What follows belongs to an exercise in optimizing a design on an open flow for small area, a short achievable clock period and few clock cycles per item; a production flow would make more cautious choices.
Only simulation tests tie the RTL to the original design; equivalence was not proved.

### flow/config.mk
export PLATFORM = sky130hd
export DESIGN_NAME = aes_inv_cipher_iter
export DESIGN_NICKNAME = aes_inv_cipher_iter
export VERILOG_FILES = /design/flow/design.v
export SDC_FILE = /design/flow/constraint.sdc
export NUM_CORES = 4
export LEC_CHECK = 0
export CAP_MARGIN = 20
export CORE_MARGIN = 2
export CORE_UTILIZATION = 45
export PLACE_DENSITY = 0.6
export SETUP_SLACK_MARGIN = 2.8
export SLEW_MARGIN = 20
### flow/flow/run.sh
#!/bin/bash
# Layout flow: the standard flow (standard.sh), with two changes.
#  1. After the standard synthesis, the combinational logic is mapped again by Yosys/ABC with
#     ABC's default area-oriented script; every register instance of the standard synthesis is
#     kept as it is (same name, same cell). See resynth.ys.
#  2. The port buffers are buf_1 cells (buffer_ports otherwise picks clkdlybuf4s50_1).
# Each tool's output goes to a log file in this folder.
set -euo pipefail
export BUFFER_PORTS_ARGS="-buffer_cell sky130_fd_sc_hd__buf_1"
R=orfs/results/sky130hd/aes_inv_cipher_iter/base

bash standard.sh synth > standard_synth.log 2>&1

cp $R/1_2_yosys.v $R/1_2_yosys_standard.v
LIB=$FLOW_HOME/platforms/sky130hd/lib/sky130_fd_sc_hd__tt_025C_1v80.lib
DONT_USE=$(sed -n '/^export DONT_USE_CELLS += /,/^$/p' $FLOW_HOME/platforms/sky130hd/config.mk \
  | grep -o 'sky130_fd_sc_hd__[A-Za-z0-9_]*' | sed 's/^/-dont_use /' | tr '\n' ' ')
SEQ=$(grep -o 'sky130_fd_sc_hd__[A-Za-z0-9_]*' $R/1_2_yosys_standard.v | sort -u | grep -E '__(e?dfx|e?dfr|e?dfs|e?dfb|sdf|dl|sedf)' | tr '\n' ' ')
sed -e "s#@SEQ@#$SEQ#g" -e "s#@LIB@#$LIB#g" -e "s#@NETLIST@#$R/1_2_yosys_standard.v#g" -e "s#@OUT@#$R/1_2_yosys.v#g" \
    -e "s#@DONT_USE@#$DONT_USE#g" flow/resynth.ys > resynth_run.ys
yosys -l resynth.log -q resynth_run.ys > resynth_stdout.log 2>&1
rm -f $R/1_synth.odb $R/1_synth.sdc

bash standard.sh > standard.log 2>&1
### flow/constraint.sdc
create_clock -name core_clock -period 6.0 [get_ports {clk}]
set_input_delay 1.2000 -clock core_clock [delete_from_list [all_inputs] [get_ports {clk}]]
set_output_delay 1.2000 -clock core_clock [all_outputs]
set_load 0.01 [all_outputs]
### flow/flow/resynth.ys
# Map the combinational logic of the standard synthesis again; keep the registers as they are.
read_liberty -ignore_miss_func @LIB@
read_verilog @NETLIST@
hierarchy -top aes_inv_cipher_iter
# the register cells stay instances of their library cells; everything else is flattened
setattr -mod -set keep_hierarchy 1 @SEQ@
flatten
rename -hide w:*.*
hierarchy -top aes_inv_cipher_iter
opt -purge
abc -liberty @LIB@ @DONT_USE@
opt_clean -purge
hilomap -singleton -hicell sky130_fd_sc_hd__conb_1 HI -locell sky130_fd_sc_hd__conb_1 LO
blackbox @SEQ@
stat -liberty @LIB@
write_verilog -noattr -noexpr -nohex -nodec @OUT@
### flow/standard.sh
#!/bin/bash
# synth_recipe.tcl (not shown) runs the flow's synth.tcl, then flattens the netlist and writes it again
# the make line also repeats each setting of config.mk as NAME=value (left out here)
make -C /OpenROAD-flow-scripts/flow DESIGN_CONFIG=/design/flow/config.mk WORK_HOME=/design/flow/orfs CLKGATE_MAP_FILE= SYNTH_SCRIPT=/design/flow/synth_recipe.tcl "${@:-finish}"
### flow/design.v
module aes_inv_cipher_iter #(
  parameter int NR    = 10,
  parameter int IDX_W = 4
) (
  input  logic             clk,
  input  logic             rst_n,
  input  logic             in_valid,
  output logic             in_ready,
  input  logic [127:0]     in_data,
  output logic [IDX_W-1:0] rk_idx,
  input  logic [127:0]     rk_data,
  output logic             out_valid,
  input  logic             out_ready,
  output logic [127:0]     out_data,
  output logic             busy
);
  function automatic logic [3:0] gf4_mul(input logic [3:0] a, input logic [3:0] b);
    logic [6:0] p;
    p = '0;
    for (int i = 0; i < 4; i++) p = p ^ ((b[i] ? 7'(a) : 7'd0) << i);
    if (p[6]) p = p ^ 7'b1100100;
    if (p[5]) p = p ^ 7'b0110010;
    if (p[4]) p = p ^ 7'b0011001;
    gf4_mul = p[3:0];
  endfunction
  function automatic logic [3:0] gf4_inv(input logic [3:0] a);
    case (a)
      4'h0: gf4_inv = 4'h0; 4'h1: gf4_inv = 4'h1; 4'h2: gf4_inv = 4'hc; 4'h3: gf4_inv = 4'h8; 4'h4: gf4_inv = 4'h6; 4'h5: gf4_inv = 4'hf; 4'h6: gf4_inv = 4'h4; 4'h7: gf4_inv = 4'he; 4'h8: gf4_inv = 4'h3; 4'h9: gf4_inv = 4'hd; 4'ha: gf4_inv = 4'hb; 4'hb: gf4_inv = 4'ha; 4'hc: gf4_inv = 4'h2; 4'hd: gf4_inv = 4'h9; 4'he: gf4_inv = 4'h7; 4'hf: gf4_inv = 4'h5;
      default: gf4_inv = 4'h0;
    endcase
  endfunction
  function automatic logic [11:0] sb_f1(input logic [7:0] b);
    logic [7:0] x;
    logic [3:0] a1, a0, d, di;
    x[0] = ~(b[1] ^ b[7]);
    x[1] = ~(b[1] ^ b[3] ^ b[7]);
    x[2] = b[1] ^ b[2] ^ b[6];
    x[3] = b[2] ^ b[3] ^ b[5] ^ b[6];
    x[4] = b[0] ^ b[4] ^ b[5];
    x[5] = ~(b[0] ^ b[1] ^ b[2] ^ b[4] ^ b[5] ^ b[7]);
    x[6] = ~(b[0] ^ b[3]);
    x[7] = b[3] ^ b[4] ^ b[5] ^ b[6];
    a1 = x[7:4];
    a0 = x[3:0];
    d  = {a1[1] ^ a1[2] ^ a0[2] ^ a0[3], a1[3] ^ a0[1] ^ a0[3], a1[0] ^ a1[2] ^ a1[3] ^ a0[3], a1[2] ^ a1[3] ^ a0[0] ^ a0[2] ^ a0[3]} ^ gf4_mul(a1, a0);
    di = gf4_inv(d);
    sb_f1 = {a1, a0, di};
  endfunction
  function automatic logic [7:0] sb_f2(input logic [11:0] v);
    sb_f2 = {gf4_mul(v[11:8], v[3:0]), gf4_mul(v[11:8] ^ v[7:4], v[3:0])};
  endfunction
  function automatic logic [7:0] sb_back(input logic [7:0] o);
    sb_back[0] = o[0] ^ o[1] ^ o[2] ^ o[3] ^ o[4] ^ o[5];
    sb_back[1] = o[4] ^ o[7];
    sb_back[2] = o[3] ^ o[4] ^ o[5] ^ o[7];
    sb_back[3] = o[3] ^ o[4] ^ o[7];
    sb_back[4] = o[1] ^ o[2] ^ o[4] ^ o[5];
    sb_back[5] = o[2] ^ o[3] ^ o[5] ^ o[6];
    sb_back[6] = o[1] ^ o[3] ^ o[5] ^ o[7];
    sb_back[7] = o[2] ^ o[3] ^ o[7];
  endfunction
  function automatic logic [31:0] imcx_col(input logic [31:0] a);
    logic [157:0] t;
    t[31:0] = a;
    t[32] = t[5] ^ t[21];
    t[33] = t[13] ^ t[29];
    t[34] = t[14] ^ t[30];
    t[35] = t[6] ^ t[22];
    t[36] = t[32] ^ t[33];
    t[37] = t[7] ^ t[23];
    t[38] = t[15] ^ t[31];
    t[39] = t[34] ^ t[35];
    t[40] = t[2] ^ t[18];
    t[41] = t[12] ^ t[28];
    t[42] = t[9] ^ t[25];
    t[43] = t[8] ^ t[24];
    t[44] = t[4] ^ t[20];
    t[45] = t[3] ^ t[19];
    t[46] = t[11] ^ t[27];
    t[47] = t[1] ^ t[17];
    t[48] = t[0] ^ t[16];
    t[49] = t[10] ^ t[26];
    t[50] = t[36] ^ t[42];
    t[51] = t[37] ^ t[38];
    t[52] = t[41] ^ t[44];
    t[53] = t[45] ^ t[46];
    t[54] = t[43] ^ t[48];
    t[55] = t[40] ^ t[49];
    t[56] = t[39] ^ t[55];
    t[57] = t[47] ^ t[50];
    t[58] = t[36] ^ t[54];
    t[59] = t[7] ^ t[15];
    t[60] = t[23] ^ t[31];
    t[61] = t[7] ^ t[31];
    t[62] = t[15] ^ t[23];
    t[63] = t[34] ^ t[61];
    t[64] = t[34] ^ t[62];
    t[65] = t[35] ^ t[60];
    t[66] = t[35] ^ t[59];
    t[67] = t[51] ^ t[53];
    t[68] = t[51] ^ t[52];
    t[69] = t[38] ^ t[56];
    t[70] = t[39] ^ t[67];
    t[71] = t[37] ^ t[56];
    t[72] = t[52] ^ t[57];
    t[73] = t[12] ^ t[36];
    t[74] = t[26] ^ t[53];
    t[75] = t[28] ^ t[36];
    t[76] = t[10] ^ t[53];
    t[77] = t[50] ^ t[54];
    t[78] = t[30] ^ t[68];
    t[79] = t[14] ^ t[68];
    t[80] = t[58] ^ t[65];
    t[81] = t[58] ^ t[66];
    t[82] = t[43] ^ t[71];
    t[83] = t[21] ^ t[70];
    t[84] = t[46] ^ t[71];
    t[85] = t[5] ^ t[70];
    t[86] = t[8] ^ t[57];
    t[87] = t[45] ^ t[69];
    t[88] = t[48] ^ t[69];
    t[89] = t[24] ^ t[57];
    t[90] = t[49] ^ t[72];
    t[91] = t[40] ^ t[72];
    t[92] = t[19] ^ t[27];
    t[93] = t[17] ^ t[25];
    t[94] = t[1] ^ t[25];
    t[95] = t[3] ^ t[27];
    t[96] = t[1] ^ t[9];
    t[97] = t[11] ^ t[19];
    t[98] = t[3] ^ t[11];
    t[99] = t[9] ^ t[17];
    t[100] = t[22] ^ t[33];
    t[101] = t[13] ^ t[44];
    t[102] = t[6] ^ t[32];
    t[103] = t[29] ^ t[44];
    t[104] = t[6] ^ t[33];
    t[105] = t[22] ^ t[32];
    t[106] = t[2] ^ t[47];
    t[107] = t[18] ^ t[47];
    t[108] = t[13] ^ t[41];
    t[109] = t[29] ^ t[41];
    t[110] = t[16] ^ t[65];
    t[111] = t[0] ^ t[64];
    t[112] = t[63] ^ t[92];
    t[113] = t[16] ^ t[63];
    t[114] = t[0] ^ t[66];
    t[115] = t[64] ^ t[98];
    t[116] = t[18] ^ t[63];
    t[117] = t[66] ^ t[95];
    t[118] = t[65] ^ t[97];
    t[119] = t[2] ^ t[64];
    t[120] = t[4] ^ t[75];
    t[121] = t[74] ^ t[107];
    t[122] = t[20] ^ t[73];
    t[123] = t[20] ^ t[75];
    t[124] = t[4] ^ t[73];
    t[125] = t[76] ^ t[106];
    t[126] = t[58] ^ t[63];
    t[127] = t[58] ^ t[64];
    t[128] = t[76] ^ t[116];
    t[129] = t[74] ^ t[119];
    t[130] = t[80] ^ t[125];
    t[131] = t[77] ^ t[128];
    t[132] = t[78] ^ t[105];
    t[133] = t[81] ^ t[121];
    t[134] = t[77] ^ t[129];
    t[135] = t[79] ^ t[102];
    t[136] = t[79] ^ t[100];
    t[137] = t[78] ^ t[104];
    t[138] = t[87] ^ t[123];
    t[139] = t[82] ^ t[99];
    t[140] = t[87] ^ t[124];
    t[141] = t[89] ^ t[113];
    t[142] = t[88] ^ t[93];
    t[143] = t[89] ^ t[114];
    t[144] = t[84] ^ t[120];
    t[145] = t[83] ^ t[103];
    t[146] = t[88] ^ t[96];
    t[147] = t[83] ^ t[108];
    t[148] = t[82] ^ t[94];
    t[149] = t[86] ^ t[110];
    t[150] = t[85] ^ t[109];
    t[151] = t[84] ^ t[122];
    t[152] = t[86] ^ t[111];
    t[153] = t[85] ^ t[101];
    t[154] = t[90] ^ t[117];
    t[155] = t[90] ^ t[118];
    t[156] = t[91] ^ t[112];
    t[157] = t[91] ^ t[115];
    imcx_col = {t[137], t[150], t[144], t[154], t[134], t[148], t[143], t[126], t[132], t[145], t[138], t[156], t[133], t[142], t[141], t[80], t[136], t[147], t[151], t[155], t[131], t[139], t[149], t[127], t[135], t[153], t[140], t[157], t[130], t[146], t[152], t[81]};
  endfunction
  function automatic logic [127:0] inv_mix_columns_x(input logic [127:0] s);
    logic [31:0] c, y;
    for (int k = 0; k < 4; k++) begin
      c = s[127-32*k -: 32];
      y = imcx_col({c[7:0], c[15:8], c[23:16], c[31:24]});
      inv_mix_columns_x[127-32*k -: 32] = {y[7:0], y[15:8], y[23:16], y[31:24]};
    end
  endfunction
  logic [191:0] r1;
  logic [127:0] r0, r2;
  logic         v0, done0, v1, v2;
  logic [3:0]   k0, k1, k2;        
  logic         hold0, frozen, acc;
  logic [191:0] s1;
  logic [127:0] s2, s3;
  logic         ov_q, busy_q, ir_q, irt_q, rr_q, sel_q, ir;
  logic [3:0]   idx_q;
  logic         v0_nx, done0_nx, v1_nx, v2_nx;
  logic [3:0]   k0_nx, k1_nx, k2_nx, idx_nx;
  assign out_valid = ov_q;
  assign busy      = busy_q;
  assign ir        = ir_q | (irt_q & out_ready);
  assign in_ready  = ir;
  assign rk_idx    = (rr_q & out_ready) ? 4'd10 : idx_q;
  assign out_data  = r0;
  assign acc       = in_valid & ir;
  function automatic logic [191:0] stage1(input logic [127:0] s);
    for (int r = 0; r < 4; r++)
      for (int c = 0; c < 4; c++)
        stage1[191-12*(r+4*c) -: 12] = sb_f1(s[127-8*(r+4*((c-r+4)%4)) -: 8]);
  endfunction
  function automatic logic [127:0] stage2(input logic [191:0] s, input logic [127:0] d,
                                          input logic sel);
    for (int i = 0; i < 16; i++)
      stage2[127-8*i -: 8] = sel ? d[127-8*i -: 8] : sb_back(sb_f2(s[191-12*i -: 12]));
  endfunction
  assign s1 = stage1(r0);
  assign s2 = stage2(r1, in_data, sel_q) ^ rk_data;
  assign s3 = r2 ^ ({128{k2 != 4'd10 && k2 != 4'd0}} & inv_mix_columns_x(r2));
  assign hold0  = v0 & done0 & !out_ready;
  assign frozen = hold0 & v2;
  always_ff @(posedge clk) begin
    if (!hold0)          r0 <= s3;
    if (!frozen || !v1)  r1 <= s1;
    if (!frozen)         r2 <= s2;
  end
  always_comb begin
    v0_nx = v0;  done0_nx = done0;  k0_nx = k0;
    v1_nx = v1;  k1_nx    = k1;
    v2_nx = v2;  k2_nx    = k2;
    if (!hold0) begin
      v0_nx    = v2;
      done0_nx = (k2 == 4'd0);
      k0_nx    = k2;
    end
    if (!frozen) begin
      v2_nx = v1 | acc;
      k2_nx = acc ? 4'd10 : k1;
    end
    if (!frozen || !v1) begin
      v1_nx = v0 & !done0;
      k1_nx = k0 - 4'd1;
    end
    if (v0_nx & !done0_nx)                       idx_nx = k0_nx - 4'd1;
    else if (v1_nx & v0_nx & done0_nx & v2_nx)   idx_nx = k1_nx;
    else                                         idx_nx = 4'd10;
  end
  always_ff @(posedge clk or negedge rst_n) begin
    if (!rst_n) begin
      v0 <= 1'b0;  done0 <= 1'b0;  k0 <= 4'd0;
      v1 <= 1'b0;  k1    <= 4'd0;
      v2 <= 1'b0;  k2    <= 4'd0;
      ov_q   <= 1'b0;
      busy_q <= 1'b0;
      ir_q   <= 1'b1;
      irt_q  <= 1'b0;
      rr_q   <= 1'b0;
      sel_q  <= 1'b1;
      idx_q  <= 4'd10;
    end else begin
      v0 <= v0_nx;  done0 <= done0_nx;  k0 <= k0_nx;
      v1 <= v1_nx;  k1    <= k1_nx;
      v2 <= v2_nx;  k2    <= k2_nx;
      ov_q   <= v0_nx & done0_nx;
      busy_q <= v0_nx | v1_nx | v2_nx;
      ir_q   <= !v1_nx & !(v0_nx & done0_nx & v2_nx) & (rk_idx == 4'd10);
      irt_q  <= !v1_nx & v0_nx & done0_nx & v2_nx & (rk_idx == 4'd10);
      rr_q   <= v0_nx & done0_nx & v1_nx & v2_nx;
      sel_q  <= !v1_nx;
      idx_q  <= idx_nx;
    end
  end
endmodule
==> run notes <==
through the flow:
| step | area [µm²] | utilization (%) | cells | worst slack, ns |
|---|---|---|---|---|
| global placement | 43200 | 48.9 | 5838 | 2.35 |
| global route | 47300 | 53.5 | 6056 | 2.75 |
| floorplan | 40200 | - | 4268 | 2.52 |
| CTS | 45200 | 51.2 | 5949 | 2.79 |
| detailed placement | 43200 | 48.9 | 5838 | 2.32 |
| finish | 47300 | 53.5 | 6058 | 2.93 |
cells in the final DEF (no fill, tap or decap), types with 47 or more instances in the layout:
master / n
nand2b_1: 80
nor2_1: 261
xor2_2: 65
xor2_1: 538
xnor2_1: 970
nor2b_1: 47
buf_1: 394
clkinv_1: 128
o21ai_0: 282
a21oi_1: 207
nand2_1: 607
xnor2_2: 102
clkbuf_16: 57
edfxtp_1: 448
o22ai_1: 47
buf_4: 120
mux2i_1: 93
timing repair:
item / 4_1_cts / 5_1_grt
pin swaps: 1 / 31
endpoints found under the setup margin: 33 / 142
resized for setup: 24 / 176
cloned: 0 / 0
buffers inserted: 5 / 105
per-layer routing:
metal / GRT usage [%] / vias up / wire [µm]
met5: 0 / - / 80
met4: 7.45 / 14 / 3520
met3: 3.85 / 174 / 5680
met2: 37.1 / 629 / 51100
met1: 30.5 / 14790 / 48300
li1: - / 15666 / -
how the worst max path moves through the flow:
stage	from	to	slack, ns	cells after the start
final	r1[155]	r2[103]	2.93	10
after global routing	r1[155]	r2[103]	2.75	10
after CTS	r0[16]	r1[170]	2.79	10
after floorplan	k2[2]	r0[0]	2.52	3
after global placement	out_ready	r2[2]	2.35	5
after detailed placement	out_ready	r2[3]	2.32	5
flip-flops by register name, summed over array words and instances, names as in the netlist, 4 cells and up:
register  count
idx_q         4
r2          128
k1            4
k2            4
k0            4
r1          192
r0          128
worst max-delay path, cell delays in order, from the launching register on:
cell      delay [ns]
edfxtp_1        0.55
xor2_2          0.30
nand2_1         0.10
xor2_1          0.18
xnor2_1         0.14
xnor2_1         0.33
xnor2_2         0.19
xnor2_2         0.32
xor2_1          0.37
mux2i_1         0.16
xnor2_1         0.17
area by class of cell:
type	instances	area, µm²
fill	8138	41100
multi-input combinational	3674	27000
sequential	474	14100
timing repair buffer	515	2400
tap	1165	1460
clock buffer	61	1440
inverter	120	473
clock inverter	45	370
antenna	4	10.0
==> summary.md <==
| Metric | Value |
|---|---|
| R2R Setup Slk | `2.93 ns` |
| Largest net degree at the start of global routing | `131` |
| Warnings from Yosys | `1` |
| Worst Reg2Reg Path Length in Cells | `10` |
| Gpl congestion | `0.882` |
| Total GRT Usage | `22.6%` |
| # hold bufs at CTS | `0` |
| Pre-antenna DRT Iters | `5` |
| WL/cell | `18.0 µm` |
| Residual DRC | `0` |
| Max Clk Rate | `325 MHz` |
| Drt via density | `5.16` |
| Worst Hold Depth | `1` |
| H-tree levels | `2` |
| Worst reg2reg startpoint | `r1[155]` |
| Final Hold Vio Count | `0` |
| Cell count after synthesis | `4,268` |
| Global-route wire length before repair | `162,000 µm` |
| Number of global-route vias before repair | `28,555` |
| Setup TNS | `0 ns` |
| Max Buffers Root-to-Sink | `3` |
| CP Class | `flip-flop to flip-flop` |
| Endpoints failing setup | `0` |
| Min-Delay Startpoint | `k1[2]` |
| WHS | `0.498 ns` |
| Post-detail-place hpwl | `80,900 µm` |
| Arr. time, crit path | `3.42 ns` |
| Syn nets | `4,528` |
| Initial DRC Count | `1,810` |
| Die Height | `303 µm` |
| Worst endpoint required time | `6.35 ns` |
| RSZ-0062 raised after global routing | `true` |
| Final period utilization | `51.2%` |
| Clock latency on the worst-skew pair | `0.62 ns` |
| Layout area overhead | `17.8%` |
| Layout net count | `5,101` |
| I/O Buffers | `394` |
| Hold endpoint | `k2[2]` |
| Via count | `31,273` |
| Clock sink count | `474` |
| Hold Crit Class | `flip-flop to flip-flop` |
| Worst slew pin tran | `0.954 ns` |
| Initial antenna violation count | `10` |
| CTS tree | `built` |
| Max-slew violation count | `0` |
| Congestion Overflow GR | `0` |
| Initial Utilization | `45.4%` |
| Critical Path Fanout Max | `9` |
| Worst Setup End Kind | `flip-flop` |
| Tmin final | `3.07 ns` |
| Clock transition at path regs | `0.06 ns` |
| Total CTS buffers | `56` |
| Max Cap Violations | `0` |
| Worst r2r dst | `r2[103]` |
| Mean cell area of the mapped netlist | `9.40 µm²` |
| Synth Cell Area | `40,100 µm²` |
| Core area | `88,400 µm²` |
| Slew HR | `36.4%` |
| Run status | `no timing/DRC/antenna violations` |
| Share of layout cells above drive strength 1 | `8.43%` |
| Number of routed nets with antenna violations | `0` |
| Clock Skews | `0.0182 ns` |
| Root Driver | `clkbuf_16` |
| Die ar. | `91,600 µm²` |
| I/O pin total | `395` |
| Die W | `303 µm` |
| Startpoint Class | `flip-flop` |
| # rows | `109` |
| Routed WL | `109,000 µm` |
Testbench counts, summed over its fixed seeds: cycles 2,128, blocks 192.

[afterwards: timing with drivers on the ports]
The results above use ideal ports. As a check the final layout listed here was re-extracted and re-timed, cells and wires unchanged. Step 1 assumes that a clkbuf_16 drives the clock port and a buf_2 every other input. Step 2 times the ports against the registers' clock, not the clock port: input delays grow and output delays shrink by t, the midpoint of the rising clock arrivals with the driver on. Three values: no drivers, after step 1, after step 2; two values: the first two.
t (ns): 0.679
slack for setup (ns): 2.926 / 2.926 / 2.352
hold slack, ns: 0.498 / 0.498 / 0.498
After both steps this run still meets setup and hold. The setup slack of this run moves by 0.000 ns with the drivers and by -0.574 ns with both steps.
